Source: an optimization exercise on an open RTL-to-GDS flow (aim: small area). Production flows keep margins and buffers that such runs may drop.
The RTL was checked by simulation tests, not by an equivalence proof against the original design.

==> flow/design.v <==
package cbfp_pkg;
   typedef logic [5-1:0] sc_fac_t;
   typedef logic [4*5-1:0] sc_group_t;
   typedef logic [6-1:0] final_fac_t;    
   typedef logic signed [16-1:0]  sample_t;
   typedef logic signed [13-1:0] scaled_t;
   typedef logic [32*16-1:0]    sample_lanes_t;
   typedef logic [32*13-1:0]   scaled_lanes_t;
   typedef logic [32*6-1:0] final_lanes_t;
endpackage
`timescale 1ns/1ps
module sc_fac_fifo #(
   parameter int W     = 5,
   parameter int DEPTH = 8
) (
   input  logic         clk,
   input  logic         arst_n,
   input  logic         push,
   input  logic [W-1:0] push_data,
   input  logic         pop,         
   output logic [W-1:0] head,
   output logic         full,
   output logic         empty
);
   localparam int PTR_W = $clog2(DEPTH);
   localparam int CNT_W = $clog2(DEPTH + 1);
   logic [W-1:0]       mem [DEPTH];
   logic [CNT_W-1:0]   count;
   logic [PTR_W-1:0]   wr_slot;
   logic               do_push;
   logic [DEPTH-1:0]   load, shift, hold;
   assign do_push = push & ~full;
   assign full    = (count == CNT_W'(DEPTH));
   assign empty   = (count == '0);
   assign wr_slot = PTR_W'(count) - PTR_W'(pop);
   assign head = mem[0];
   always_comb begin
      for (int i = 0; i < DEPTH; i++) begin
         load[i]  = do_push & (wr_slot == PTR_W'(i));
         shift[i] = pop & ~load[i];
         hold[i]  = ~pop & ~load[i];
      end
   end
   always_ff @(posedge clk) begin
      for (int i = 0; i < DEPTH - 1; i++) begin
         mem[i] <= ({W{load[i]}}  & push_data)
                 | ({W{shift[i]}} & mem[i+1])
                 | ({W{hold[i]}}  & mem[i]);
      end
      mem[DEPTH-1] <= ({W{load[DEPTH-1]}}  & push_data)
                    | ({W{~load[DEPTH-1]}} & mem[DEPTH-1]);
   end
   always_ff @(posedge clk or negedge arst_n) begin
      if (!arst_n) begin
         count <= '0;
      end else begin
         count <= count + CNT_W'(do_push) - CNT_W'(pop);
      end
   end
endmodule
`timescale 1ns/1ps
module index_sum (
   input  cbfp_pkg::sc_fac_t       blk_fac,
   input  cbfp_pkg::sc_group_t     grp_fac,
   output logic [4*6-1:0] grp_sum
);
   always_comb begin
      for (int g = 0; g < 4; g++) begin
         grp_sum[g*6 +: 6] =
            6'(blk_fac) + 6'(grp_fac[g*5 +: 5]);
      end
   end
endmodule
`timescale 1ns/1ps
module renorm_dec (
   input  logic [5:0]       s,
   output logic [13:0]      sel
);
   logic z;
   assign z = (s >= 6'd23);
   logic [5:0] d0;
   assign d0 = 6'((s / 6'd1) % 6'd4);
   logic [5:0] d1;
   assign d1 = 6'((s / 6'd4) % 6'd6);
   assign sel[0] = ((d0 == 6'd3));
   assign sel[1] = ((d0 == 6'd2));
   assign sel[2] = ((d0 == 6'd1));
   assign sel[3] = ((d0 == 6'd0));
   assign sel[4] = ((d0 == 6'd2) | (d0 == 6'd3));
   assign sel[5] = ((d0 == 6'd1) | (d0 == 6'd2) | (d0 == 6'd3));
   assign sel[6] = ((d1 == 6'd2)) & ~z;
   assign sel[7] = ((d1 == 6'd3)) & ~z;
   assign sel[8] = ((d1 == 6'd4)) & ~z;
   assign sel[9] = ((d1 == 6'd5)) & ~z;
   assign sel[10] = ((d1 == 6'd1)) & ~z;
   assign sel[11] = ((d1 == 6'd0)) & ~z;
   assign sel[12] = ((d1 == 6'd4) | (d1 == 6'd5)) & ~z;
   assign sel[13] = ((d1 == 6'd3) | (d1 == 6'd4) | (d1 == 6'd5)) & ~z;
endmodule
module renorm_lane (
   input  logic [13:0]      sel,
   input  logic [15:0]      x,
   output logic [12:0]      y
);
   logic n0_6, n0_7, n0_8, n0_9, n0_10, n0_11, n0_12, n0_13, n0_14, n0_15, n0_16, n0_17, n0_18, n0_19, n0_20, n0_21, n0_22, n0_23;
   assign n0_6 = (sel[0] & x[0]);
   assign n0_7 = (sel[1] & x[0]) | (sel[0] & x[1]);
   assign n0_8 = (sel[2] & x[0]) | (sel[1] & x[1]) | (sel[0] & x[2]);
   assign n0_9 = (sel[3] & x[0]) | (sel[2] & x[1]) | (sel[1] & x[2]) | (sel[0] & x[3]);
   assign n0_10 = (sel[3] & x[1]) | (sel[2] & x[2]) | (sel[1] & x[3]) | (sel[0] & x[4]);
   assign n0_11 = (sel[3] & x[2]) | (sel[2] & x[3]) | (sel[1] & x[4]) | (sel[0] & x[5]);
   assign n0_12 = (sel[3] & x[3]) | (sel[2] & x[4]) | (sel[1] & x[5]) | (sel[0] & x[6]);
   assign n0_13 = (sel[3] & x[4]) | (sel[2] & x[5]) | (sel[1] & x[6]) | (sel[0] & x[7]);
   assign n0_14 = (sel[3] & x[5]) | (sel[2] & x[6]) | (sel[1] & x[7]) | (sel[0] & x[8]);
   assign n0_15 = (sel[3] & x[6]) | (sel[2] & x[7]) | (sel[1] & x[8]) | (sel[0] & x[9]);
   assign n0_16 = (sel[3] & x[7]) | (sel[2] & x[8]) | (sel[1] & x[9]) | (sel[0] & x[10]);
   assign n0_17 = (sel[3] & x[8]) | (sel[2] & x[9]) | (sel[1] & x[10]) | (sel[0] & x[11]);
   assign n0_18 = (sel[3] & x[9]) | (sel[2] & x[10]) | (sel[1] & x[11]) | (sel[0] & x[12]);
   assign n0_19 = (sel[3] & x[10]) | (sel[2] & x[11]) | (sel[1] & x[12]) | (sel[0] & x[13]);
   assign n0_20 = (sel[3] & x[11]) | (sel[2] & x[12]) | (sel[1] & x[13]) | (sel[0] & x[14]);
   assign n0_21 = (sel[3] & x[12]) | (sel[2] & x[13]) | (sel[1] & x[14]) | (sel[0] & x[15]);
   assign n0_22 = (sel[3] & x[13]) | (sel[2] & x[14]) | (sel[4] & x[15]);
   assign n0_23 = (sel[3] & x[14]) | (sel[5] & x[15]);
   assign y[0] = (sel[6] & n0_8) | (sel[7] & n0_12) | (sel[8] & n0_16) | (sel[9] & n0_20);
   assign y[1] = (sel[6] & n0_9) | (sel[7] & n0_13) | (sel[8] & n0_17) | (sel[9] & n0_21);
   assign y[2] = (sel[10] & n0_6) | (sel[6] & n0_10) | (sel[7] & n0_14) | (sel[8] & n0_18) | (sel[9] & n0_22);
   assign y[3] = (sel[10] & n0_7) | (sel[6] & n0_11) | (sel[7] & n0_15) | (sel[8] & n0_19) | (sel[9] & n0_23);
   assign y[4] = (sel[10] & n0_8) | (sel[6] & n0_12) | (sel[7] & n0_16) | (sel[8] & n0_20) | (sel[9] & x[15]);
   assign y[5] = (sel[10] & n0_9) | (sel[6] & n0_13) | (sel[7] & n0_17) | (sel[8] & n0_21) | (sel[9] & x[15]);
   assign y[6] = (sel[11] & n0_6) | (sel[10] & n0_10) | (sel[6] & n0_14) | (sel[7] & n0_18) | (sel[8] & n0_22) | (sel[9] & x[15]);
   assign y[7] = (sel[11] & n0_7) | (sel[10] & n0_11) | (sel[6] & n0_15) | (sel[7] & n0_19) | (sel[8] & n0_23) | (sel[9] & x[15]);
   assign y[8] = (sel[11] & n0_8) | (sel[10] & n0_12) | (sel[6] & n0_16) | (sel[7] & n0_20) | (sel[12] & x[15]);
   assign y[9] = (sel[11] & n0_9) | (sel[10] & n0_13) | (sel[6] & n0_17) | (sel[7] & n0_21) | (sel[12] & x[15]);
   assign y[10] = (sel[11] & n0_10) | (sel[10] & n0_14) | (sel[6] & n0_18) | (sel[7] & n0_22) | (sel[12] & x[15]);
   assign y[11] = (sel[11] & n0_11) | (sel[10] & n0_15) | (sel[6] & n0_19) | (sel[7] & n0_23) | (sel[12] & x[15]);
   assign y[12] = (sel[11] & n0_12) | (sel[10] & n0_16) | (sel[6] & n0_20) | (sel[13] & x[15]);
endmodule
module block_shift (
   input  logic                    clk,
   input  cbfp_pkg::sample_lanes_t din_r,
   input  cbfp_pkg::sample_lanes_t din_q,
   input  logic [4*6-1:0] grp_sum,
   output cbfp_pkg::scaled_lanes_t dout_r,
   output cbfp_pkg::scaled_lanes_t dout_q
);
   logic [13:0] sel [4];
   cbfp_pkg::scaled_lanes_t shf_r, shf_q;
   cbfp_pkg::scaled_lanes_t stage_r, stage_q;
   for (genvar g = 0; g < 4; g++) begin : g_dec
      renorm_dec dec_i (.s(grp_sum[g*6 +: 6]), .sel(sel[g]));
   end
   for (genvar i = 0; i < 32; i++) begin : g_lane
      renorm_lane lr_i (.sel(sel[i / 8]),
                        .x(din_r[i*16 +: 16]),
                        .y(shf_r[i*13 +: 13]));
      renorm_lane lq_i (.sel(sel[i / 8]),
                        .x(din_q[i*16 +: 16]),
                        .y(shf_q[i*13 +: 13]));
   end
   always_ff @(posedge clk) begin
      stage_r <= shf_r;
      stage_q <= shf_q;
      dout_r  <= stage_r;
      dout_q  <= stage_q;
   end
endmodule
`timescale 1ns/1ps
module cbfp2 (
   input  logic                                   clk,
   input  logic                                   arst_n,
   input  logic                                   push_idx0,
   input  logic [5-1:0]                 push_data_idx0,
   input  logic                                   push_idx1,
   input  logic [4*5-1:0]    push_data_idx1,
   input  logic                                   pop,
   input  logic [32*16-1:0]      din_r,
   input  logic [32*16-1:0]      din_q,
   output logic [32*13-1:0]     dout_r,
   output logic [32*13-1:0]     dout_q,
   output logic                                   dout_valid,
   output logic                                   sc_ready,
   output logic                                   sc_full
);
   cbfp_pkg::sc_fac_t      blk_head;
   cbfp_pkg::sc_group_t    grp_head;
   logic                   blk_full, blk_empty;
   logic                   grp_full, grp_empty;
   logic                   pop_ok;
   logic                   fac_valid;
   logic [4*6-1:0] grp_sum;
   assign sc_ready = ~blk_empty & ~grp_empty;
   assign sc_full  = blk_full | grp_full;
   assign pop_ok   = pop & sc_ready;
   sc_fac_fifo #(
      .W         (5),
      .DEPTH     (8)
   ) blk_fifo_i (
      .clk       (clk),
      .arst_n    (arst_n),
      .push      (push_idx0),
      .push_data (push_data_idx0),
      .pop       (pop_ok),
      .head      (blk_head),
      .full      (blk_full),
      .empty     (blk_empty)
   );
   sc_fac_fifo #(
      .W         (4*5),
      .DEPTH     (8)
   ) grp_fifo_i (
      .clk       (clk),
      .arst_n    (arst_n),
      .push      (push_idx1),
      .push_data (push_data_idx1),
      .pop       (pop_ok),
      .head      (grp_head),
      .full      (grp_full),
      .empty     (grp_empty)
   );
   index_sum index_sum_i (
      .blk_fac   (blk_head),
      .grp_fac   (grp_head),
      .grp_sum   (grp_sum)
   );
   block_shift block_shift_i (
      .clk       (clk),
      .din_r     (din_r),
      .din_q     (din_q),
      .grp_sum   (grp_sum),
      .dout_r    (dout_r),
      .dout_q    (dout_q)
   );
   always_ff @(posedge clk or negedge arst_n) begin
      if (!arst_n) begin
         fac_valid  <= 1'b0;
         dout_valid <= 1'b0;
      end else begin
         fac_valid  <= pop_ok;
         dout_valid <= fac_valid;
      end
   end
endmodule
==> flow/flow/run.sh <==
#!/bin/bash
# Own layout flow: the standard flow, with
#  - synthesis identical to synth_recipe.tcl except for the ABC mapping script
#    (area-oriented mapping, flow/abc_area.script); registers are untouched,
#  - minimum-size port buffers (every port still gets one),
#  - CTS with small clock buffers, larger sink clusters and no dummy loads,
#  - ABC's buffers removed at floorplan without a timing repair pass there,
#  - non-critical cells downsized after global routing.
# Each tool's output goes to the ORFS logs under orfs/logs; make's output to make.log.
set -euo pipefail
W=$(pwd)
FL=$W/flow
TGT=${1:-finish}

sed 's#log_cmd abc {\*}\$abc_args#log_cmd abc {*}[lreplace $abc_args 1 1 '"$FL"'/abc_area.script]#' \
   "$FLOW_HOME/scripts/synth.tcl" > "$W/synth_mod.tcl"
grep -q "$FL/abc_area.script" "$W/synth_mod.tcl"
sed "s#\$::env(SCRIPTS_DIR)/synth.tcl#$W/synth_mod.tcl#" "$W/synth_recipe.tcl" > "$W/own_synth.tcl"
grep -q "synth_mod.tcl" "$W/own_synth.tcl"

CTS="-sink_clustering_enable -repair_clock_nets -dont_use_dummy_load -buf_list sky130_fd_sc_hd__clkbuf_8 -sink_clustering_size 14 -sink_clustering_max_diameter 80"
[ -n "${MYCTS:-}" ] && CTS="$MYCTS"
PB="-buffer_cell sky130_fd_sc_hd__buf_1"

bash "$W/standard.sh" "SYNTH_SCRIPT=$W/own_synth.tcl" "BUFFER_PORTS_ARGS=$PB" "CTS_ARGS=$CTS" REMOVE_ABC_BUFFERS=1 RECOVER_POWER=100 ${MYEXTRA:-} $TGT \
   > "$W/make.log" 2>&1
==> flow/flow/abc_area.script <==
&get -n
&st
&dch
&nf
&st
&syn2
&if -g -K 6
&synch2
&nf
&st
&syn2
&if -g -K 6
&synch2
&nf
&st
&syn2
&if -g -K 6
&synch2
&nf
&st
&syn2
&if -g -K 6
&synch2
&nf
&st
&syn2
&if -g -K 6
&synch2
&nf
&put
buffer -c
topo
stime -c
upsize -c
dnsize -c
==> flow/standard.sh <==
#!/bin/bash
# synth_recipe.tcl (not shown) runs the flow's synth.tcl, then flattens the netlist and writes it again
# the make line also repeats each setting of config.mk as NAME=value (left out here)
make -C /OpenROAD-flow-scripts/flow DESIGN_CONFIG=/design/flow/config.mk WORK_HOME=/design/flow/orfs CLKGATE_MAP_FILE= SYNTH_SCRIPT=/design/flow/synth_recipe.tcl "${@:-finish}"
==> flow/config.mk <==
export PLATFORM = sky130hd
export DESIGN_NAME = cbfp2
export DESIGN_NICKNAME = cbfp2
export VERILOG_FILES = /design/flow/design.v
export SDC_FILE = /design/flow/constraint.sdc
export NUM_CORES = 8
export LEC_CHECK = 0
export CAP_MARGIN = 20
export CORE_MARGIN = 2
export CORE_UTILIZATION = 22
export PLACE_DENSITY = 0.35
export SLEW_MARGIN = 20
==> flow/constraint.sdc <==
create_clock -name core_clock -period 6.0 [get_ports {clk}]
set_input_delay 1.2000 -clock core_clock [delete_from_list [all_inputs] [get_ports {clk}]]
set_output_delay 1.2000 -clock core_clock [all_outputs]
set_load 0.01 [all_outputs]
==> results of run 1 <==
==> timing repair <==
item | 4_1_cts | 5_1_grt
setup endpoints to repair | 0 | 45
endpoints found under the hold margin | 10 | 0
hold buffers | 1 | 0
resized for setup | 0 | 2
==> Yosys cell counts (61+ instances only) <==
cell      count
nor3_1       85
inv_1        64
a211oi_1    153
nand3_1     176
o211ai_1    162
nand2_1    1653
dfxtp_1    1839
buf_2       126
mux2_2      316
nor2_1      801
nor2b_1     146
o221ai_1    258
a21oi_1     740
a221o_1     107
o22ai_1     106
o21a_1       61
clkbuf_1    650
a22oi_1     227
buf_1       138
o21ai_0     707
mux4_2      254
mux2i_1     651
a31oi_1     205
==> stage by stage <==
step	worst slack, ns	hold WS [ns]	area [um2]
2_1_floorplan	-10.52	0.3096	87860
3_3_place_gp	0.1340	0.3100	104500
3_5_place_dp	0.2234	0.3121	104500
4_1_cts	0.1896	0.1680	107100
5_1_grt	0.01593	0.2084	107000
6_report	0.2337	0.1979	107000
==> worst reg2reg max path, cell delays in order, from the launching register on <==
cell       delay, ns
dfxtp_1         0.40
ha_4            0.18
fa_4            0.26
a211oi_4        0.07
buf_4           0.15
nor3_1          0.42
or2_1           0.22
inv_1           0.08
ha_1            0.20
or3_1           0.37
o21ai_1         0.27
ha_1            0.30
nor2b_1         0.29
o21ai_0         0.16
a311o_1         0.37
o2111ai_1       0.15
nor4bb_1        0.15
o22ai_4         0.23
buf_4           0.29
or3_2           0.18
buf_2           0.61
o221ai_1        0.27
==> worst max path at each step <==
stage | startpoint | to | slack (ns)
3_3_place_gp | blk_fifo_i.mem[0][0]$_DFF_P_ | block_shift_i.stage_q[292]$_DFF_P_ | 0.13
2_1_floorplan | blk_fifo_i.mem[0][0]$_DFF_P_ | block_shift_i.stage_r[403]$_DFF_P_ | -10.52
5_1_grt | blk_fifo_i.mem[0][0]$_DFF_P_ | block_shift_i.stage_q[236]$_DFF_P_ | 0.02
3_5_place_dp | blk_fifo_i.mem[0][0]$_DFF_P_ | block_shift_i.stage_q[380]$_DFF_P_ | 0.22
6_report | blk_fifo_i.mem[0][0]$_DFF_P_ | block_shift_i.stage_q[224]$_DFF_P_ | 0.23
4_1_cts | blk_fifo_i.mem[0][0]$_DFF_P_ | block_shift_i.stage_r[406]$_DFF_P_ | 0.19
==> routing by layer <==
layer | global-route usage [%] | wire (um)
met1 | 28.77 | 211100
met5 | 0 | 358
met2 | 38.27 | 239600
met3 | 4.236 | 33600
met4 | 12.02 | 30770
==> sequential cells by signal, summed over array words and instances, names as in the netlist, named ones only <==
signal,count
grp_fifo_i.count,4
dout_valid,1
block_shift_i.stage_q,416
block_shift_i.stage_r,416
blk_fifo_i.count,4
fac_valid,1
block_shift_i.dout_r,416
blk_fifo_i.mem,35
block_shift_i.dout_q,416
grp_fifo_i.mem,140
==> area by class of cell <==
type / count / area, um2
clock buffer: 184 / 2532
timing repair buffer: 2124 / 9161
tap: 5474 / 6849
antenna: 71 / 177.7
sequential: 1874 / 37820
fill: 45080 / 306600
inverter: 69 / 271.5
multi-input combinational: 7443 / 50230
==> cells by family (layout without fill, tap and decap cells) <==
kind of cell	Yosys count	in the layout	share of synthesized area (%)
compound gates	3108	3108	22.34
xor+xnor	23	23	0.2432
fa+ha+maj	48	48	0.7051
buf+inv	997	2377	4.329
flops	1874	1874	41.30
mux	1221	1221	17.25
other cells	0	71	0
simple gates	3043	3043	13.84
==> out/qor.yml, run 1 <==
run_status:
  status: "finished with violations"
  check-failures: "capacitance limit, slew limit"
clock_network:
  cts_tree: "yes"
  clockRootBuffer: "clkbuf_8"
  cts_made_buffers: 184
  cts.path.max_buffers: 4
  cts_num_sinks: 1874
  clkSlewWorstSetupHoldPaths_ns: 0.10
  post-cts-setup-buffers: 0
  htreeDepth: 4
  clkLatencyLatePin_ns: 1.08
sta:
  hold_viol: 0
  max_freq_mhz: 173.4
  rsz0062_at_grt: "false"
  layout_min_cycle_time_ns: 5.766
  finalClockSkew_ns: 0.1202
  drv_slew: 151
  fin_crit_sh_pct: 96.11
  setup_viol: 0
  worst_slew_pin_slew_ns: 1.752
  fin_tns_setup_ns: 0
  slew_headroom_pct: -16.79
route:
  drtAntennaViolNets: 0
  drt_iter0_drc: 8586
  routed_wl_um: 515500
  routedWlPerCell_um: 29.90
  first_pass_iters: 9
  vias: 90420
  viasPerCell: 5.245
  drc: 0
logic_synthesis:
  async_flop_share_pct: 0.5336
  ys_warn_count: 8
  ys_ff_latch: 1874
  syn_area_um2: 91570
  seq_area_frac_synth_pct: 41.30
  yosys-top-cells-area: "dfxtp_1 40%, mux2i_1 7.1%, nand2_1 6.8%, mux4_2 6.2%, a21oi_1 4.0%"
  avgSynthCellArea_um2: 8.878
  synth_edf_count: 25
  synth_cell_types: 98
  netlist.top_cell.by_area: "dfxtp_1"
  netlist_instances: 10310
  synth_ff_type: "dfxtp_1"
  synth_top_area_share_pct: 40.21
final_layout:
  final_common_cell: "dfxtp_1"
  final_cell_mix: "1839 x dfxtp_1, 1740 x buf_1, 1652 x nand2_1, 786 x nor2_1, 741 x a21oi_1"
  syn2layout_area_growth_pct: 16.90
  fin_cells: 17240
  drive_gt1_share_pct: 9.432
  num-nets-final: 12800
  final_util_pct: 25.87
setup_path:
  crit_chain: "ha_4 > fa_4 > a211oi_4 > buf_4 > nor3_1 > or2_1 > inv_1 > ha_1 > or3_1 > o21ai_1 > ha_1 > nor2b_1 > o21ai_0 > a311o_1 > o2111ai_1 > nor4bb_1 > o22ai_4 > buf_4 > or3_2 > buf_2 > o221ai_1"
  crit_slowest_cell: "buf_2"
  r2r_end: "block_shift_i.stage_q[224]$_DFF_P_"
  reg2reg_from: "blk_fifo_i.mem[0][0]$_DFF_P_"
  worst-path-stages: 21
  crit_fanout: 24
  path_delay_family: "simple AND/OR/NAND/NOR gates"
  r2r_cells: 21
  r2r_slack_ns: 0.23
  end_kind: "flip-flop"
  critPathArrivalTime_ns: 6.66
  cp.required_ns: 6.89
  cp_slowest_stage_delay_ns: 0.61
  critPathLaunchType: "flip-flop"
  critical_path_buf_inv_count: 4
  path_class: "flip-flop to flip-flop"
die:
  die_x_um: 649.1
  dieHeight_um: 649.1
  die_area_um2: 421400
  num_rows: 236
  io_pins: 1889
  start_util_pct: 22.13
  core_area_um2: 413700
global_routing:
  antenna_found_initial: 160
  grt_start_max_net_pins: 194
  grt_pass1_wl_um: 710300
  grt_overflow: 0
  grt_use_total_pct: 23.19
  grt_pass1_vias: 87320
worst_hold_path:
  hold_depth: 0
  holdPathEnd: "block_shift_i.dout_q[65]$_DFF_P_"
  hold_start: "block_shift_i.stage_q[65]$_DFF_P_"
  hold_class: "flip-flop to flip-flop"
placed_design:
  place.gp.congestion: 0.9386
  io_buffers: 1888
  place_hpwl_um: 379800
  place_inst: 16980
run:
  cap_violations: 3
==> inputs of run 2 (changes only) <==
--- a/flow/design.v
+++ b/flow/design.v
@@ -48,6 +48,6 @@
                  | ({W{hold[i]}}  & mem[i]);
       end
-      mem[DEPTH-1] <= ({W{load[DEPTH-1]}}  & push_data)
-                    | ({W{~load[DEPTH-1]}} & mem[DEPTH-1]);
+      mem[DEPTH-1] <= ({W{load[DEPTH-1]}} & push_data)
+                    | ({W{hold[DEPTH-1]}} & mem[DEPTH-1]);
    end
    always_ff @(posedge clk or negedge arst_n) begin
--- a/flow/flow/run.sh
+++ b/flow/flow/run.sh
@@ -6,5 +6,4 @@
 #  - CTS with small clock buffers, larger sink clusters and no dummy loads,
 #  - ABC's buffers removed at floorplan without a timing repair pass there,
-#  - non-critical cells downsized after global routing.
 # Each tool's output goes to the ORFS logs under orfs/logs; make's output to make.log.
 set -euo pipefail
@@ -23,4 +22,4 @@
 PB="-buffer_cell sky130_fd_sc_hd__buf_1"
 
-bash "$W/standard.sh" "SYNTH_SCRIPT=$W/own_synth.tcl" "BUFFER_PORTS_ARGS=$PB" "CTS_ARGS=$CTS" REMOVE_ABC_BUFFERS=1 RECOVER_POWER=100 ${MYEXTRA:-} $TGT \
+bash "$W/standard.sh" "SYNTH_SCRIPT=$W/own_synth.tcl" "BUFFER_PORTS_ARGS=$PB" "CTS_ARGS=$CTS" REMOVE_ABC_BUFFERS=1 ${MYEXTRA:-} $TGT \
    > "$W/make.log" 2>&1
==> flow/flow/abc_area.script (replaced) <==
strash
&get -n
&st
&nf -a -R 1000
&put
--- a/flow/config.mk
+++ b/flow/config.mk
@@ -7,6 +7,8 @@
 export LEC_CHECK = 0
 export CAP_MARGIN = 20
+export CELL_PAD_IN_SITES_DETAIL_PLACEMENT = 2
+export CELL_PAD_IN_SITES_GLOBAL_PLACEMENT = 4
 export CORE_MARGIN = 2
-export CORE_UTILIZATION = 22
+export CORE_UTILIZATION = 20
 export PLACE_DENSITY = 0.35
 export SLEW_MARGIN = 20
==> run 2 against run 1 <==
Compared with the run above:
- the run now finishes clean
- non-clock buffer count down 17
- clock skew decreased by 0.011 ns
- flip-flop and latch count unchanged
- critical endpoint is now block_shift_i.stage_r[62]$_DFF_P_
- largest cell class unchanged
- highest routed layer unchanged
==> out/qor.yml, run 2 <==
global_routing:
  grt_start_max_net_pins: 166
  grt_pass1_vias: 89510
  grt_pass1_wl_um: 739900
  grt_overflow: 0
  antenna_found_initial: 355
  grt_use_total_pct: 26.16
final_layout:
  num-nets-final: 11440
  fin_area_um2: 96690
  final_cell_mix: "2748 x nand2_1, 1888 x buf_1, 1863 x dfxtp_1, 1775 x a222oi_1, 266 x nand3_1"
  fin_cells: 15530
  final_common_cell: "nand2_1"
  final_util_pct: 25.12
  fill_cells: 44120
  syn2layout_area_growth_pct: 25.35
  drive_gt1_share_pct: 4.684
logic_synthesis:
  netlist.top_cell.by_area: "dfxtp_1"
  synth_top_family_by_area: "compound AO/OA/AOI/OAI gates"
  yosys-top-cells-count: "2748 x nand2_1, 1864 x dfxtp_1, 1775 x a222oi_1, 266 x nand3_1, 264 x o211ai_1"
  synth_fa_ha_area_share_pct: 0.8370
  yosys.area_share.simple_pct: 16.06
  synth_top_area_share_pct: 48.38
  synthXorXnorAreaFrac_pct: 0.4996
  seq_area_frac_synth_pct: 48.70
  async_flop_share_pct: 0.5336
  synth.most_common_cell: "nand2_1"
  syn_area_um2: 77140
  synth_compound_area_share_pct: 31.91
  synth_edf_count: 0
  yosys-top-cells-area: "dfxtp_1 48%, a222oi_1 23%, nand2_1 13%, o211ai_1 2.6%, nand3_1 1.7%"
  synth_cell_types: 36
  synth_ff_type: "dfxtp_1"
  ys_warn_count: 8
  netlist_instances: 8039
  synthMuxAreaShare_pct: 0.9343
  ys_ff_latch: 1874
  avgSynthCellArea_um2: 9.595
setup_path:
  cp.required_ns: 6.96
  endpoint: "block_shift_i.stage_r[62]$_DFF_P_"
  critPathLaunchType: "flip-flop"
  startpoint: "blk_fifo_i.mem[0][0]$_DFF_P_"
  r2r_cells: 17
  reg2reg_from: "blk_fifo_i.mem[0][0]$_DFF_P_"
  r2r_slack_ns: 0.47
  path_class: "flip-flop to flip-flop"
  end_kind: "flip-flop"
  critPathArrivalTime_ns: 6.50
  crit_fanout: 21
  r2r_end: "block_shift_i.stage_r[62]$_DFF_P_"
clock_network:
  clockRootBuffer: "clkbuf_8"
  cts_tree: "yes"
  cts_num_sinks: 1874
  clkLatencyLatePin_ns: 1.10
  cts_made_buffers: 190
  cts.path.max_buffers: 4
  holdBufCountCts: 0
  clkSlewWorstSetupHoldPaths_ns: 0.10
  htreeDepth: 4
sta:
  fin_crit_sh_pct: 92.21
  finalClockSkew_ns: 0.1094
  slew_headroom_pct: 21.10
  drv_slew: 0
  hold_viol: 0
  worst_slew_pin_slew_ns: 1.174
  setup_viol: 0
  rsz0062_at_grt: "false"
  setup_slack_ns: 0.4674
  max_freq_mhz: 180.7
  fin_tns_setup_ns: 0
  layout_min_cycle_time_ns: 5.533
route:
  vias: 88800
  routedWlPerCell_um: 34.70
  first_pass_iters: 13
  routed_wl_um: 539000
  drtAntennaViolNets: 0
  viasPerCell: 5.717
  drt_iter0_drc: 13730
  drc: 0
run_status:
  status: "complete, no violations"
die:
  start_util_pct: 20.04
  dieHeight_um: 625.0
  num_rows: 228
  core_area_um2: 384800
  die_area_um2: 390700
  io_pins: 1889
  die_x_um: 625.0
placed_design:
  io_buffers: 1888
  dp_slack_ns: 0.2841
  place.gp.congestion: 0.8292
  place_hpwl_um: 404100
  dpl_cell_area_um2: 93660
  place_inst: 15200
run:
  cap_violations: 0
worst_hold_path:
  hold_class: "input pin to async pin"
-- run 2: final cells by class --
class                   count  area [um2]  area share (%)
multi-input cells        5947       39190           40.53
diodes                    141       352.8          0.3649
flip-flops and latches   1874       37570           38.85
inverters                 214       803.3          0.8308
well taps                5060        6331           6.548
clock buffers             190        2615           2.705
repair buffers           2107        9832           10.17
-- run 2: worst min path at each step --
stage | start | end | slack [ns] | cells after the start
after floorplan | block_shift_i.stage_q[0]$_DFF_P_ | block_shift_i.dout_q[0]$_DFF_P_ | 0.31 | 0
after global placement | block_shift_i.stage_q[325]$_DFF_P_ | block_shift_i.dout_q[325]$_DFF_P_ | 0.31 | 0
after detailed placement | block_shift_i.stage_q[23]$_DFF_P_ | block_shift_i.dout_q[23]$_DFF_P_ | 0.31 | 0
after CTS | arst_n | grp_fifo_i.count[3]$_DFF_PN0_ | 0.007 | 1
after global routing | arst_n | grp_fifo_i.count[3]$_DFF_PN0_ | 0.03 | 1
final | arst_n | grp_fifo_i.count[3]$_DFF_PN0_ | 0.11 | 1
-- run 2: logic make-up after synthesis --
family	Yosys count
AO/OA/AOI/OAI	2627
XOR/XNOR	44
adder cells (fa/ha/maj)	48
buffers and inverters	218
flip-flops	1874
multiplexers	72
AND/OR/NAND/NOR	3156
-- run 2: per-layer routing --
layer  vias up  GRT usage [%]  wire length, um
met4       132          15.65            33370
met5         -              0              862
met3      1083          5.967            39150
met1     45390          30.77           209900
met2      3915          43.32           255800
li1      38280              -                -
-- run 2: worst max-delay path, stage by stage, from the launching register on --
cell	delay, ns
dfxtp_1	0.44
ha_1	0.31
fa_2	0.37
nand3_1	0.08
nand2_1	0.07
xor2_1	0.22
ha_1	0.25
a41oi_1	0.34
mux2i_1	0.51
nand2_1	0.15
o211ai_1	0.31
nor2_1	0.08
a21oi_1	0.14
o211ai_1	0.24
or4_1	0.70
or2_2	0.68
buf_12	0.32
o211ai_1	0.21
-- run 2: what timing repair did --
item	in CTS	in global routing
setup buffers	0	3
endpoints found under the hold margin	0	0
gates resized for setup	0	3
setup endpoints to repair	0	27
-- run 2: metrics by stage --
step / hold slack (ns)
after floorplan: 0.3096
after global placement: 0.3098
after detailed placement: 0.3132
after CTS: 0.006971
after global routing: 0.03488
final: 0.1118

## re-timing with driven ports
The flow's constraints put no driver on any port. The routed layouts listed below were extracted and timed again, unchanged, in two steps. Step 1 assumes that a clkbuf_16 drives the clock port and a buf_2 every other input. Step 2 also shifts input and output timing later by t, the mid clock arrival at the registers, as if the neighbouring blocks saw the same clock. Slacks: no drivers / after step 1 / after step 2; pairs: no drivers / after step 1.
run	t (ns)	setup slack, ns	worst setup path after step 2
run 1	1.125	0.234 / 0.234 / 0.152	input to register
run 2	1.152	0.467 / 0.467 / 0.467	register to register
For run 1, which loses most, drivers alone change the setup slack by 0.000 ns; drivers and shift together by -0.082 ns.
